From an optimization exercise on the open Yosys and OpenROAD flow, aimed at small area, a short achievable clock period and few clock cycles; shortcuts taken in it are not production practice. In this exercise RTL edits were held to simulation tests only and were not proved equivalent to the original. Power figures rest on the tool's default switching activity, not on a simulated workload.

==> design.v <==
package ptts_pkg;
    localparam int NUM_SLOTS = 16;
    localparam int IDX_W     = (NUM_SLOTS > 1) ? $clog2(NUM_SLOTS) : 1;
    localparam int SLOT_W    = 4;
    localparam logic [2:0] CMD_ADD  = 3'd0;
    localparam logic [2:0] CMD_DEL  = 3'd1;
    localparam logic [2:0] CMD_QRY  = 3'd2;
    localparam logic [2:0] CMD_TICK = 3'd3;
    localparam logic [2:0] CMD_DSP  = 3'd4;
    localparam logic [1:0] ST_RUNNABLE = 2'd0;
    localparam logic [1:0] ST_RUNNING  = 2'd1;
    localparam logic [1:0] ST_STOPPED  = 2'd2;
    localparam logic [1:0] ST_ERROR    = 2'd3;
    localparam logic [1:0] K_ADD  = 2'd0;
    localparam logic [1:0] K_DEL  = 2'd1;
    localparam logic [1:0] K_STAT = 2'd2;
    localparam logic [1:0] K_FIRE = 2'd3;
    localparam logic [15:0] TICK_DIV_RST = 16'd392;
    typedef struct packed {
        logic [2:0]  cmd;
        logic [7:0]  task_key;
        logic [15:0] period;
    } t_item;
    typedef struct packed {
        logic [1:0] resp_kind;
        logic [7:0] out_task;
        logic [3:0] slot_index;
        logic [1:0] task_status;
        logic       ok;
        logic       last;
    } t_result;
    typedef struct packed {
        logic             accept;
        logic             scan;
        logic             flush;
        logic             last_slot;
        logic [IDX_W-1:0] idx;
        logic [2:0]       op;
    } t_dp_ctl;
    typedef struct packed {
        logic hit;
        logic wrap;
    } t_dp_sts;
endpackage
import ptts_pkg::*;
module ptts_ctrl (
    input  logic              i_clk,
    input  logic              i_rst_n,
    input  logic              start,
    input  logic [2:0]        i_cmd,
    input  ptts_pkg::t_dp_sts i_sts,
    output logic              busy,
    output ptts_pkg::t_dp_ctl o_ctl
);
    localparam logic [1:0] S_IDLE  = 2'd0;
    localparam logic [1:0] S_SCAN  = 2'd1;
    localparam logic [1:0] S_FLUSH = 2'd2;
    localparam logic [IDX_W-1:0] LAST_IDX = IDX_W'(NUM_SLOTS - 1);
    logic [1:0]       r_state, n_state;
    logic [IDX_W-1:0] r_idx, n_idx;
    logic [2:0]       r_op, n_op;
    logic             accept;
    logic             last_slot;
    assign accept    = start && (r_state == S_IDLE);
    assign last_slot = (r_idx == LAST_IDX);
    assign busy      = (r_state != S_IDLE);
    always_comb begin
        n_state = r_state;
        n_idx   = r_idx;
        n_op    = r_op;
        unique case (r_state)
            S_IDLE: begin
                n_idx = '0;
                if (accept) begin
                    n_op = i_cmd;
                    case (i_cmd)
                        CMD_ADD, CMD_DEL, CMD_QRY, CMD_DSP: n_state = S_SCAN;
                        CMD_TICK: begin
                            if (i_sts.wrap) begin
                                n_state = S_SCAN;
                            end
                        end
                        default: n_state = S_IDLE;
                    endcase
                end
            end
            S_SCAN: begin
                if (i_sts.hit && (r_op == CMD_ADD || r_op == CMD_DEL || r_op == CMD_QRY)) begin
                    n_state = S_IDLE;
                end else if (last_slot) begin
                    n_state = (r_op == CMD_DSP) ? S_FLUSH : S_IDLE;
                end else begin
                    n_idx = r_idx + 1'b1;
                end
            end
            S_FLUSH: n_state = S_IDLE;
            default: n_state = S_IDLE;
        endcase
    end
    always_ff @(posedge i_clk) begin
        if (!i_rst_n) begin
            r_state <= S_IDLE;
            r_idx   <= '0;
            r_op    <= CMD_ADD;
        end else begin
            r_state <= n_state;
            r_idx   <= n_idx;
            r_op    <= n_op;
        end
    end
    always_comb begin
        o_ctl.accept    = accept;
        o_ctl.scan      = (r_state == S_SCAN);
        o_ctl.flush     = (r_state == S_FLUSH);
        o_ctl.last_slot = last_slot;
        o_ctl.idx       = r_idx;
        o_ctl.op        = r_op;
    end
endmodule
import ptts_pkg::*;
module ptts_dp (
    input  logic              i_clk,
    input  logic              i_rst_n,
    input  ptts_pkg::t_dp_ctl i_ctl,
    input  ptts_pkg::t_item   i_item,
    input  logic              i_cfg_we,
    input  logic [15:0]       i_cfg_data,
    output ptts_pkg::t_dp_sts o_sts,
    output logic              o_result_valid,
    output ptts_pkg::t_result o_result
);
    logic [7:0]  r_slot_key [NUM_SLOTS];
    logic [15:0] r_slot_per [NUM_SLOTS];
    logic [15:0] r_slot_cd  [NUM_SLOTS];
    logic [1:0]  r_slot_st  [NUM_SLOTS];
    logic [15:0] r_tick_div;
    logic [15:0] r_pre;
    logic [7:0]  r_key_q;
    logic [15:0] r_per_q;
    logic        r_out_vld, n_out_vld;
    ptts_pkg::t_result     r_out, n_out;
    logic        r_pend_vld, n_pend_vld;
    ptts_pkg::t_result     r_pend, n_pend;
    logic [7:0]  cur_key;
    logic [15:0] cur_per;
    logic [15:0] cur_cd;
    logic [1:0]  cur_st;
    logic        hit;
    logic        wrap;
    logic [3:0]  slot_no;
    assign cur_key = r_slot_key[i_ctl.idx];
    assign cur_per = r_slot_per[i_ctl.idx];
    assign cur_cd  = r_slot_cd[i_ctl.idx];
    assign cur_st  = r_slot_st[i_ctl.idx];
    assign slot_no = SLOT_W'(i_ctl.idx);
    assign wrap    = ({1'b0, r_pre} + 17'd1) >= {1'b0, r_tick_div};
    always_comb begin
        case (i_ctl.op)
            CMD_ADD:          hit = (cur_st == ST_STOPPED);
            CMD_DEL, CMD_QRY: hit = (cur_key == r_key_q);
            CMD_DSP:          hit = (cur_st == ST_RUNNABLE) && (cur_cd == '0);
            default:          hit = 1'b0;
        endcase
    end
    assign o_sts.hit  = hit;
    assign o_sts.wrap = wrap;
    always_comb begin
        n_out_vld  = 1'b0;
        n_out      = r_out;
        n_pend_vld = r_pend_vld;
        n_pend     = r_pend;
        if (i_ctl.scan) begin
            case (i_ctl.op)
                CMD_ADD, CMD_DEL, CMD_QRY: begin
                    if (hit || i_ctl.last_slot) begin
                        n_out_vld        = 1'b1;
                        n_out.out_task   = r_key_q;
                        n_out.last       = 1'b1;
                        n_out.slot_index = hit ? slot_no : '0;
                        n_out.ok         = hit && (i_ctl.op != CMD_QRY);
                        if (i_ctl.op == CMD_ADD) begin
                            n_out.resp_kind   = K_ADD;
                            n_out.task_status = hit ? ST_RUNNABLE : ST_ERROR;
                        end else if (i_ctl.op == CMD_DEL) begin
                            n_out.resp_kind   = K_DEL;
                            n_out.task_status = hit ? ST_STOPPED : ST_ERROR;
                        end else begin
                            n_out.resp_kind   = K_STAT;
                            n_out.task_status = hit ? cur_st : ST_ERROR;
                        end
                    end
                end
                CMD_DSP: begin
                    if (hit) begin
                        if (r_pend_vld) begin
                            n_out_vld  = 1'b1;
                            n_out      = r_pend;
                            n_out.last = 1'b0;
                        end
                        n_pend_vld         = 1'b1;
                        n_pend.resp_kind   = K_FIRE;
                        n_pend.out_task    = cur_key;
                        n_pend.slot_index  = slot_no;
                        n_pend.task_status = ST_RUNNABLE;
                        n_pend.ok          = 1'b1;
                        n_pend.last        = 1'b1;
                    end
                end
                default: n_out_vld = 1'b0;
            endcase
        end
        if (i_ctl.flush && r_pend_vld) begin
            n_out_vld  = 1'b1;
            n_out      = r_pend;
            n_out.last = 1'b1;
            n_pend_vld = 1'b0;
        end
    end
    always_ff @(posedge i_clk) begin
        if (!i_rst_n) begin
            for (int i = 0; i < NUM_SLOTS; i++) begin
                r_slot_key[i] <= '0;
                r_slot_per[i] <= '0;
                r_slot_cd[i]  <= '0;
                r_slot_st[i]  <= ST_STOPPED;
            end
        end else if (i_ctl.scan) begin
            case (i_ctl.op)
                CMD_ADD: begin
                    if (hit) begin
                        r_slot_key[i_ctl.idx] <= r_key_q;
                        r_slot_per[i_ctl.idx] <= r_per_q;
                        r_slot_cd[i_ctl.idx]  <= r_per_q;
                        r_slot_st[i_ctl.idx]  <= ST_RUNNABLE;
                    end
                end
                CMD_DEL: begin
                    if (hit) begin
                        r_slot_st[i_ctl.idx] <= ST_STOPPED;
                    end
                end
                CMD_TICK: begin
                    if (cur_st == ST_RUNNABLE && cur_cd != '0) begin
                        r_slot_cd[i_ctl.idx] <= cur_cd - 16'd1;
                    end
                end
                CMD_DSP: begin
                    if (hit) begin
                        r_slot_cd[i_ctl.idx] <= cur_per;
                    end
                end
                default: ;
            endcase
        end
    end
    always_ff @(posedge i_clk) begin
        if (!i_rst_n) begin
            r_tick_div <= TICK_DIV_RST;
            r_pre      <= '0;
            r_out_vld  <= 1'b0;
            r_pend_vld <= 1'b0;
        end else begin
            if (i_cfg_we) begin
                r_tick_div <= i_cfg_data;
            end
            if (i_ctl.accept && i_item.cmd == CMD_TICK) begin
                r_pre <= wrap ? 16'd0 : r_pre + 16'd1;
            end
            r_out_vld  <= n_out_vld;
            r_pend_vld <= n_pend_vld;
        end
    end
    always_ff @(posedge i_clk) begin
        if (i_ctl.accept) begin
            r_key_q <= i_item.task_key;
            r_per_q <= i_item.period;
        end
        r_out  <= n_out;
        r_pend <= n_pend;
    end
    assign o_result_valid = r_out_vld;
    assign o_result       = r_out;
endmodule
import ptts_pkg::*;
module periodic_task_table_scheduler (
    input  logic              i_clk,
    input  logic              i_rst_n,
    input  logic              start,
    output logic              busy,
    input  logic [26:0]       i_item,
    output logic              o_result_valid,
    output logic [17:0]       o_result,
    input  logic              i_cfg_valid,
    output logic              o_cfg_ready,
    input  logic [15:0]       i_cfg_data
);
    ptts_pkg::t_dp_ctl ctl;
    ptts_pkg::t_dp_sts sts;
    ptts_pkg::t_item   item;
    ptts_pkg::t_result result;
    assign item     = i_item;
    assign o_result = result;
    assign o_cfg_ready = !busy && !start;
    ptts_ctrl u_ctrl (
        .i_clk   (i_clk),
        .i_rst_n (i_rst_n),
        .start   (start),
        .i_cmd   (item.cmd),
        .i_sts   (sts),
        .busy    (busy),
        .o_ctl   (ctl)
    );
    ptts_dp u_dp (
        .i_clk          (i_clk),
        .i_rst_n        (i_rst_n),
        .i_ctl          (ctl),
        .i_item         (item),
        .i_cfg_we       (i_cfg_valid && o_cfg_ready),
        .i_cfg_data     (i_cfg_data),
        .o_sts          (sts),
        .o_result_valid (o_result_valid),
        .o_result       (result)
    );
endmodule
==> run.sh <==
#!/bin/bash
# synth_recipe.tcl (not shown) runs the flow's synth.tcl, then flattens the netlist and writes it again
# the make line also repeats each setting of config.mk as NAME=value (left out here)
make -C /OpenROAD-flow-scripts/flow DESIGN_CONFIG=/design/flow/config.mk WORK_HOME=/design/flow/orfs CLKGATE_MAP_FILE= SYNTH_SCRIPT=/design/flow/synth_recipe.tcl finish
==> config.mk <==
export PLATFORM = sky130hd
export DESIGN_NAME = periodic_task_table_scheduler
export DESIGN_NICKNAME = periodic_task_table_scheduler
export VERILOG_FILES = /design/flow/design.v
export SDC_FILE = /design/flow/constraint.sdc
export NUM_CORES = 4
export LEC_CHECK = 0
export CAP_MARGIN = 20
export CORE_MARGIN = 2
export CORE_UTILIZATION = 40
export SLEW_MARGIN = 20
==> constraint.sdc <==
create_clock -name core_clock -period 6.0 [get_ports {i_clk}]
set_input_delay 1.2000 -clock core_clock [delete_from_list [all_inputs] [get_ports {i_clk}]]
set_output_delay 1.2000 -clock core_clock [all_outputs]
set_load 0.01 [all_outputs]
==> metrics.md <==
| Metric | Value |
|---|---|
| Status | complete, no violations |
| Post_cts resized | 0 |
| Setup TNS | 0 ns |
| Clock latency (worst-skew pair) | 0.64 ns |
| Syn Area/Cell | 14.3 sq um |
| Antenna violations before repair | 4 |
| Seq pwr share | 0.522 |
| Synth unique cells | 79 |
| CP Launch Type | flop |
| Pwr dens | 296 nW/um^2 |
| CTS tree | built |
| Clock power share | 0.423 |
| Synth area leader | edfxtp_1 |
| Final Hold Violating Endpoints | 0 |
| Worst Setup Path Type | reg -> reg |
| DR WL/cell | 25.9 microns |
| Post-CTS setup buffers | 0 |
| First-pass GRT wire length | 141000 microns |
| Via density | 5.71 |
| GPL Wtd Cong | 0.883 |
| Post-route ant nets | 0 |
| # clock sinks | 757 |
| Row count | 108 |
| Share of cells above drive strength 1 | 0.181 |
| Clk_skew | 0.0297 ns |
| Logic pwr share | 0.055 |
| F_max | 0.192 GHz |
| Final WS setup | 0.798 ns |
| Final instance area | 39200 sq um |
| Routed via count | 21100 |
| Hold WC Path Type | reg -> reg |
| Setup slack at placement | 0.833 ns |
| Critical Path RT | 6.28 ns |
| Synth warn | 2 |
| Clk Tree Root Cell | clkbuf_16 |
| Gr usage total | 0.215 |
| Net Sw Frac | 0.226 |
| Primary FF master, synth | edfxtp_1 |
| Async SR Flop Fraction | 0 |
| Final Hold Slack | 0.459 ns |
| Commonest cells in the netlist | 709 x edfxtp_1, 393 x nor2_1, 286 x and2_1 |
| Max-Cap Viols | 0 |
| Synthesized flop and latch total | 757 |
| Final setup viols | 0 |
| Drt drc | 0 |
| Period utilization | 0.867 |
| CTS buffer count | 81 |
| Die ar. | 89300 sq um |
| Final Max Tran Viols | 0 |
| Largest net degree at the start of global routing | 76 |
| Post-synthesis cell area | 34800 sq um |
| Total grt overflow | 0 |
| Internal power | 8.97 mW |
| DR iter-0 viols | 2423 |
| Critical path endpoint category | flop |
| Buffers added on ports | 67 |
| Number of synthesized flops with an enable pin | 709 |
| Synth Instances | 2425 |
| Top cell type's share of synthesized area | 0.613 |
| Placed Area | 36600 sq um |
| Bufs on Longest Clock Path | 3 |
| Worst Path Arrival | 5.49 ns |
| Rel. slew slack | 0.229 |
| # diodes | 0 |
| CTS Hold Buffers Added | 0 |
| Worst-margin pin slew | 1.15 ns |
| Die width | 299 microns |
| Syn_nets | 2494 |
| Vias in the first global route | 21000 |
| Switching pwr | 2.62 mW |
| # IOs | 68 |
| DPL Wire Length | 61800 microns |
| Fin nets | 2552 |
| Total power | 11.6 mW |
| Most common cell in the netlist | edfxtp_1 |
| Core outline area | 86500 sq um |
| Peak VDD IR | 202 uV |
| Pre-antenna DRT Iters | 5 |
| Filler instances | 7741 |
| Top post-synthesis cells by area | edfxtp_1 61%, mux4_2 11%, and2_1 5.1% |
| Tmin final | 5.20 ns |
| Largest fanout on the critical path | 75 |
| Layout Area Growth over Synthesis | 12.7% |
| Die height | 299 microns |
| Starting Density | 0.402 |
| H-Tree Depth | 3 |
| Sequential area share after synthesis | 0.640 |
| Leak | 13.4 nW |
| Clk slew on worst S/H paths | 0.06 ns |
| Final WL | 95900 microns |
| Unrepaired setup endpoints after global routing | no |
[power groups by stage]
stage | Combinational, mW | Sequential (mW) | Clock, mW
after global placement | 0.630 | 6.15 | 0
after floorplan | 0.400 | 6.09 | 0
final | 0.637 | 6.04 | 4.91
after global routing | 0.675 | 6.06 | 5.18
after detailed placement | 0.636 | 6.15 | 0
after CTS | 0.639 | 6.05 | 4.96
[placed cells by master, fill, tap and decap left out, types with 12 or more instances in the layout]
| master | count |
|---|---|
| inv_1 | 30 |
| mux4_2 | 171 |
| xnor2_1 | 19 |
| nand3_1 | 27 |
| edfxtp_1 | 709 |
| clkbuf_16 | 82 |
| nor3_1 | 21 |
| ha_1 | 22 |
| clkinv_2 | 14 |
| nand2_1 | 134 |
| a22oi_1 | 22 |
| nor2_1 | 393 |
| nor2b_1 | 15 |
| clkdlybuf4s50_1 | 66 |
| o21ai_0 | 34 |
| and2_1 | 285 |
| mux2i_1 | 35 |
| xor2_1 | 12 |
| nor2_2 | 28 |
| a22o_1 | 19 |
| dfxtp_1 | 44 |
| clkinv_1 | 43 |
| a21oi_1 | 32 |
| buf_4 | 67 |
[sequential cells by signal, summed over array words and instances, names as in the netlist, 4 cells and up, named ones only]
| name | flops |
|---|---|
| u_dp.r_slot_per | 256 |
| u_dp.r_out | 18 |
| u_dp.r_slot_st | 16 |
| u_dp.r_key_q | 8 |
| u_dp.r_pend | 12 |
| u_dp.r_tick_div | 16 |
| u_dp.r_slot_cd | 256 |
| u_dp.r_per_q | 16 |
| u_ctrl.r_idx | 4 |
| u_dp.r_slot_key | 128 |
| u_dp.r_pre | 16 |
[cell families (layout without fill, tap and decap cells)]
logic type | Yosys count | after routing | synth area share
AND/OR/NAND/NOR | 979 | 979 | 0.142
buffers and inverters | 221 | 342 | 0.0329
multiplexers | 217 | 217 | 0.124
adder cells (fa/ha/maj) | 22 | 22 | 0.00792
XOR/XNOR | 31 | 31 | 0.00781
flip-flops | 757 | 757 | 0.640
AO/OA/AOI/OAI | 198 | 198 | 0.0450
[metrics by stage]
| step | instances | utilization |
|---|---|---|
| 6_report | 3701 | 0.453 |
| 5_1_grt | 3701 | 0.453 |
| 4_1_cts | 3701 | 0.453 |
| 3_5_place_dp | 3555 | 0.423 |
| 3_3_place_gp | 3554 | 0.423 |
| 2_1_floorplan | 2425 | - |
[path summary, 6_finish.rpt]
path | slack, ns | depth (start not counted) | from | to
setup / recovery | 0.80 | 10 | flop | u_dp.r_slot_per[14][15]
hold / removal | 0.46 | 2 | u_dp.r_tick_div[13] | u_dp.r_tick_div[13]
setup reg to reg | 0.80 | 10 | flop | u_dp.r_slot_per[14][15]
hold reg to reg | 0.46 | 2 | u_dp.r_tick_div[13] | u_dp.r_tick_div[13]
[worst max-delay path, cell delays in order (launching register included)]
cell	delay [ns]
dfxtp_4	0.92
buf_12	0.44
mux4_2	0.30
mux2i_1	0.07
mux2_2	0.40
or3_1	0.76
nor2_2	0.21
buf_4	0.30
clkinv_1	0.41
nand2_1	0.49
buf_4	0.42
[metal layers]
layer | share of wire | GRT usage | routed length (microns)
met1 | 0.42 | 0.303 | 40700
met2 | 0.46 | 0.335 | 44100
met3 | 0.082 | 0.0401 | 7820
met4 | 0.033 | 0.0754 | 3160
met5 | 0.00014 | 0 | 13
[final cells by class]
class,instances,area (sq um),area share
Multi-Input combinational cell,1447,11400,0.290
Clock buffer,95,2130,0.0544
Sequential cell,757,22300,0.568
Timing Repair Buffer,142,1330,0.0339
Inverter,54,203,0.00517
Clock inverter,51,430,0.0110
Tap cell,1155,1450,0.0369
Testbench counts, summed over its fixed seeds: cycles 164,551.

## afterwards: timing with drivers on the ports
The results above use ideal ports. As a check the final layout listed here was re-extracted and re-timed, cells and wires unchanged.
Step 1 (the two cells are an assumption about what drives the block):
set clk [get_ports {i_clk}]
set_driving_cell -lib_cell sky130_fd_sc_hd__clkbuf_16 $clk
set_driving_cell -lib_cell sky130_fd_sc_hd__buf_2 [delete_from_list [all_inputs] $clk]
Step 2 moves the port delays by t, midway between the first and last clock arrival at a register: inputs arrive t later, outputs are due t later. That takes back most of the time a late clock gives input paths.
a / b / c = ideal ports / drivers / drivers and shift; a / b = the first two.
t (ns): 0.690
slack for setup (ns): 0.798 / 0.798 / 0.798
slew at the worst register clock pin (ns): 0.07 / 0.07
worst slew at a driven data input, ns: 0.05
After both steps setup and hold are still met in this run. For this run, drivers alone change the setup slack by 0.000 ns; drivers and shift together by 0.000 ns.
